This is an optimization exercise on Yosys and OpenROAD, whose aim is small area, a short achievable clock period and few clock cycles, not a production implementation.
In this exercise RTL edits were held to simulation tests only and were not proved equivalent to the original.
Power and IR drop assume default switching activity.

==> run a: inputs <==
## keyboard_matrix_with_key_queue
module keyboard_matrix_with_key_queue #(
    parameter int QUEUE_DEPTH = QUEUE_DEPTH_DEF,
    parameter int KEY_CODES   = KEY_CODES_DEF
) (
    input  logic                  clk,
    input  logic                  rst_n,
    input  logic                  item_valid,
    output logic                  item_ready,
    input  logic [ACT_W-1:0]      item_action,
    input  logic [KEY_W-1:0]      item_key_code,
    input  logic                  item_is_press,
    input  logic [POS_W-1:0]      item_map_row,
    input  logic [POS_W-1:0]      item_map_column,
    input  logic [FORCE_W-1:0]    item_map_force,
    input  logic [MODE_W-1:0]     item_shifted_mode,
    input  logic [POS_W-1:0]      item_shifted_row,
    input  logic [POS_W-1:0]      item_shifted_column,
    input  logic [FORCE_W-1:0]    item_shifted_force,
    input  logic [ADDR_W-1:0]     item_read_address,
    input  logic [CYCLE_W-1:0]    item_now_cycle,
    output logic                  result_valid,
    input  logic                  result_ready,
    output logic [DATA_W-1:0]     result_read_data,
    output logic                  result_event_applied,
    output logic                  result_queue_dropped,
    input  logic                  cfg_we,
    input  logic [CFG_IDX_W-1:0]  cfg_index,
    input  logic [CFG_DATA_W-1:0] cfg_data
);
    localparam int CAP = 5;             
    localparam int NK  = 256;
    localparam int MF_W = 16;           
    logic [THR_W-1:0] thr_reg;
    logic [KEY_W-1:0] lcode_reg;
    logic [KEY_W-1:0] rcode_reg;
    always_ff @(posedge clk or negedge rst_n)
    begin
        if (!rst_n)
        begin
            thr_reg   <= THROTTLE_RST;
            lcode_reg <= LEFT_SHIFT_RST;
            rcode_reg <= RIGHT_SHIFT_RST;
        end
        else if (cfg_we)
        begin
            case (cfg_index)
                CFG_THROTTLE:    thr_reg   <= cfg_data;
                CFG_LEFT_SHIFT:  lcode_reg <= cfg_data[KEY_W-1:0];
                CFG_RIGHT_SHIFT: rcode_reg <= cfg_data[KEY_W-1:0];
                default:         ;
            endcase
        end
    end
    logic [2:0] infl_reg;               
    logic       rdy_reg;
    logic       take;
    logic       pop;
    logic [2:0] infl_next;
    assign item_ready = rdy_reg;
  ...
clock: 7.0 ns
lec_check: 0
cap_margin: 20
core_margin: 2
core_utilization: 50
setup_slack_margin: 4.3
slew_margin: 20
synth_memory_max_bits: 8192
run.sh (not shown) runs the stock make flow with config.mk's settings and CLKGATE_MAP_FILE= SYNTH_SCRIPT=/design/flow/synth_recipe.tcl, a recipe that flattens the netlist after the stock synthesis.
==> run b: changes against run a <==
--- a/flow/design.v
+++ b/flow/design.v
@@ -135,18 +135,16 @@
         begin
             infl_reg <= infl_next;
             rdy_reg  <= infl_next != 3'(CAP);
         end
     end
     logic               r_v;
     logic [ACT_W-1:0]   r_act;
     logic [KEY_W-1:0]   r_key;
-    logic [15:0]        r_khi;          
-    logic [15:0]        r_klo;
     logic               r_press;
     logic [MF_W-1:0]    r_fields;
     logic [MODE_W-1:0]  r_mode;
     logic [ADDR_W-1:0]  r_addr;
     logic [CYCLE_W:0]   r_sum;          
     logic               r_gt_old;       
     logic               r_gt_new;       
     logic [CYCLE_W-1:0] mark_reg;
@@ -158,18 +156,16 @@
             r_v <= 1'b0;
         else
             r_v <= take;
     end
     always_ff @(posedge clk)
     begin
         r_act    <= item_action;
         r_key    <= item_key_code;
-        r_khi    <= 16'(1) << item_key_code[7:4];
-        r_klo    <= 16'(1) << item_key_code[3:0];
         r_press  <= item_is_press;
         r_fields <= {item_map_row, item_map_column, item_map_force,
                      item_shifted_row, item_shifted_column, item_shifted_force};
         r_mode   <= item_shifted_mode;
         r_addr   <= item_read_address;
         r_sum    <= {1'b0, item_now_cycle} + {25'b0, thr_reg};
         r_gt_old <= item_now_cycle > mark_reg;
         r_gt_new <= !r_sum[CYCLE_W] && (item_now_cycle > r_sum[CYCLE_W-1:0]);
@@ -220,26 +216,23 @@
                     q_mem[i] <= q_mem[(i + 1) % 16];
             end
             else if (a_push && q_cnt[3:0] == 4'(i))
             begin
                 q_mem[i] <= {r_press, r_key};
             end
         end
     end
-    logic            m_v   [NK];
-    logic            m_a   [NK];
+    logic [1:0]      m_vm  [NK];
     logic [MF_W-1:0] m_f   [NK];
     logic            m_sap [NK];
-    logic            a_alt;
-    logic [MF_W-1:0] a_fields;
-    assign a_alt    = r_mode == MODE_ALT;
-    assign a_fields = {r_fields[MF_W-1:1], a_alt ? r_fields[0] : (r_mode == MODE_IGNORE)};
-    logic            a_mv;
-    logic            a_ma;
+    logic [1:0]      a_vm;
+    assign a_vm = (r_mode == MODE_IGNORE) ? 2'b10 :
+                  (r_mode == MODE_ALT)    ? 2'b11 : 2'b01;
+    logic [1:0]      a_mvm;
     logic [MF_W-1:0] a_mf;
     logic            a_msap;
     logic [15:0] hd_hi;
     logic [15:0] hd_lo;
     logic [7:0]  hd_next;
     logic        hd_we;
     assign hd_we   = a_dq || (a_push && q_cnt == 5'd0);
     assign hd_next = a_dq ? q_mem[1][7:0] : r_key;
@@ -255,29 +248,26 @@
     begin
         logic [18:0] g;
         logic [18:0] o;
         o = '0;
         for (int h = 0; h < 16; h++)
         begin
             g = '0;
             for (int l = 0; l < 16; l++)
-                g = g | ({19{hd_lo[l]}} & {m_v[16 * h + l], m_a[16 * h + l], m_sap[16 * h + l], m_f[16 * h + l]});
+                g = g | ({19{hd_lo[l]}} & {m_vm[16 * h + l], m_sap[16 * h + l], m_f[16 * h + l]});
             o = o | ({19{hd_hi[h]}} & g);
         end
-        {a_mv, a_ma, a_msap, a_mf} = o;
+        {a_mvm, a_msap, a_mf} = o;
     end
     logic               c_drop;
     logic [ADDR_W-1:0]  c_addr;
     logic [KEY_W-1:0]   c_key;
-    logic [15:0]        c_khi;
-    logic [15:0]        c_klo;
     logic               c_press;
-    logic               c_mv;
-    logic               c_ma;
+    logic [1:0]         c_vm;
     logic [MF_W-1:0]    c_f;
     logic               c_sap;
     logic               c_lm;
     logic               c_rm;
     logic               c_same;
     always_ff @(posedge clk or negedge rst_n)
     begin
         if (!rst_n)
@@ -286,21 +276,18 @@
             c_v <= r_v;
     end
     always_ff @(posedge clk)
     begin
         c_dq    <= a_dq;
         c_drop  <= a_drop;
         c_addr  <= a_rd ? r_addr : 8'h00;
         c_key   <= a_key;
-        c_khi   <= hd_hi;
-        c_klo   <= hd_lo;
         c_press <= q_mem[0][8];
-        c_mv    <= a_mv;
-        c_ma    <= a_ma;
+        c_vm    <= a_mvm;
         c_f     <= a_mf;
         c_sap   <= a_msap;
         c_lm    <= a_key == lcode_reg;
         c_rm    <= a_key == rcode_reg;
         c_same  <= a_key == c_key;
     end
     logic [DATA_W-1:0]  rows_reg [ROWS];
     logic [FORCE_W-1:0] force_reg;
@@ -317,21 +304,21 @@
     logic               c_ignore;
     logic [POS_W-1:0]   c_row;
     logic [POS_W-1:0]   c_col;
     logic [FORCE_W-1:0] c_force;
     logic               c_apply;
     logic               c_wsap;
     assign c_lh      = (c_dq && c_lm) ? c_press : lheld_reg;
     assign c_rh      = (c_dq && c_rm) ? c_press : rheld_reg;
-    assign c_valid   = c_mv;
+    assign c_valid   = c_vm != 2'b00;
     assign c_sap_eff = (c_same && pw_reg) ? ps_reg : c_sap;
     assign c_shifted = c_press ? (c_lh || c_rh) : c_sap_eff;
-    assign c_alt     = c_shifted && (c_ma || c_f[0]);
-    assign c_ignore  = c_alt && !c_ma;
+    assign c_alt     = c_shifted && c_vm[1];
+    assign c_ignore  = c_alt && !c_vm[0];
     assign c_row     = c_alt ? c_f[7:5]  : c_f[15:13];
     assign c_col     = c_alt ? c_f[4:2]  : c_f[12:10];
     assign c_force   = c_alt ? c_f[1:0]  : c_f[9:8];
     assign c_apply   = c_v && c_dq && c_valid && !c_ignore;
     assign c_wsap    = c_v && c_dq && c_valid && c_press;
     always_ff @(posedge clk or negedge rst_n)
     begin
         if (!rst_n)
@@ -360,36 +347,35 @@
             ps_reg <= c_shifted;
         end
     end
     always_ff @(posedge clk or negedge rst_n)
     begin
         if (!rst_n)
         begin
             for (int k = 0; k < NK; k++)
-                m_v[k] <= 1'b0;
+                m_vm[k] <= 2'b00;
         end
         else
         begin
             for (int k = 0; k < NK; k++)
-                if (a_load && r_khi[k / 16] && r_klo[k % 16])
-                    m_v[k] <= 1'b1;
+                if (a_load && r_key == 8'(k))
+                    m_vm[k] <= a_vm;
         end
     end
     always_ff @(posedge clk)
     begin
         for (int k = 0; k < NK; k++)
         begin
-            if (a_load && r_khi[k / 16] && r_klo[k % 16])
+            if (a_load && r_key == 8'(k))
             begin
-                m_a[k]   <= a_alt;
-                m_f[k]   <= a_fields;
+                m_f[k]   <= r_fields;
                 m_sap[k] <= 1'b0;
             end
-            else if (c_wsap && c_khi[k / 16] && c_klo[k % 16])
+            else if (c_wsap && c_key == 8'(k))
             begin
                 m_sap[k] <= c_shifted;
             end
         end
     end
     logic               d_v;
     logic               d_dq;
     logic               d_drop;
CTS_CLUSTER_SIZE = 30   (was unset)
SETUP_SLACK_MARGIN = 4.0   (was 4.3)
==> summary.txt <==
Run a finished with antenna rules left. Run b completed without violations.
In run b the final cell count is higher than in run a, by 5.0%.
Between run b and run a, the lower total power is in run b (gap about 2.2%, measured against run a).
In run a the synthesized cell count is smaller than in run b, by about 8%.
Against run a, the setup slack of run b is better by 0.058 ns.
In run a the non-clock buffer count is higher than in run b, by 73.
In run b the wire length is higher than in run a, by about 2.6%.
Against run b, the register-to-register slack of run a is worse by 0.06 ns.
In clock power, run a and run b hardly differ.
Of run b and run a, run b has the higher die area (gap 0.28%, measured against run a).
Testbench counts of run a, summed over its fixed seeds: cycles 12,064.
Testbench counts of run b, summed over its fixed seeds: cycles 12,064.

## static timing again, ports no longer ideal
The flow's constraints put no driver on any port. The routed layouts listed below were extracted and timed again, unchanged, in two steps.
Step 1 assumes that a clkbuf_16 drives the clock port and a buf_2 every other input.
Step 2 adds t to the input delays and takes it off the output delays; t is the mean of the earliest and latest rising clock arrival at the registers after step 1. Input paths then give back, and output paths get back, about the clock's delay inside the block.
Slacks: no drivers / after step 1 / after step 2; pairs: no drivers / after step 1.
run	t, ns	setup WS [ns]	slew at the worst register clock pin (ns)
run a	1.202	3.569 / 3.569 / 3.169	0.07 / 0.07
run b	1.194	3.628 / 3.628 / 2.914	0.07 / 0.07
For run b, which loses most, drivers alone change the setup slack by 0.000 ns; drivers and shift together by -0.714 ns.
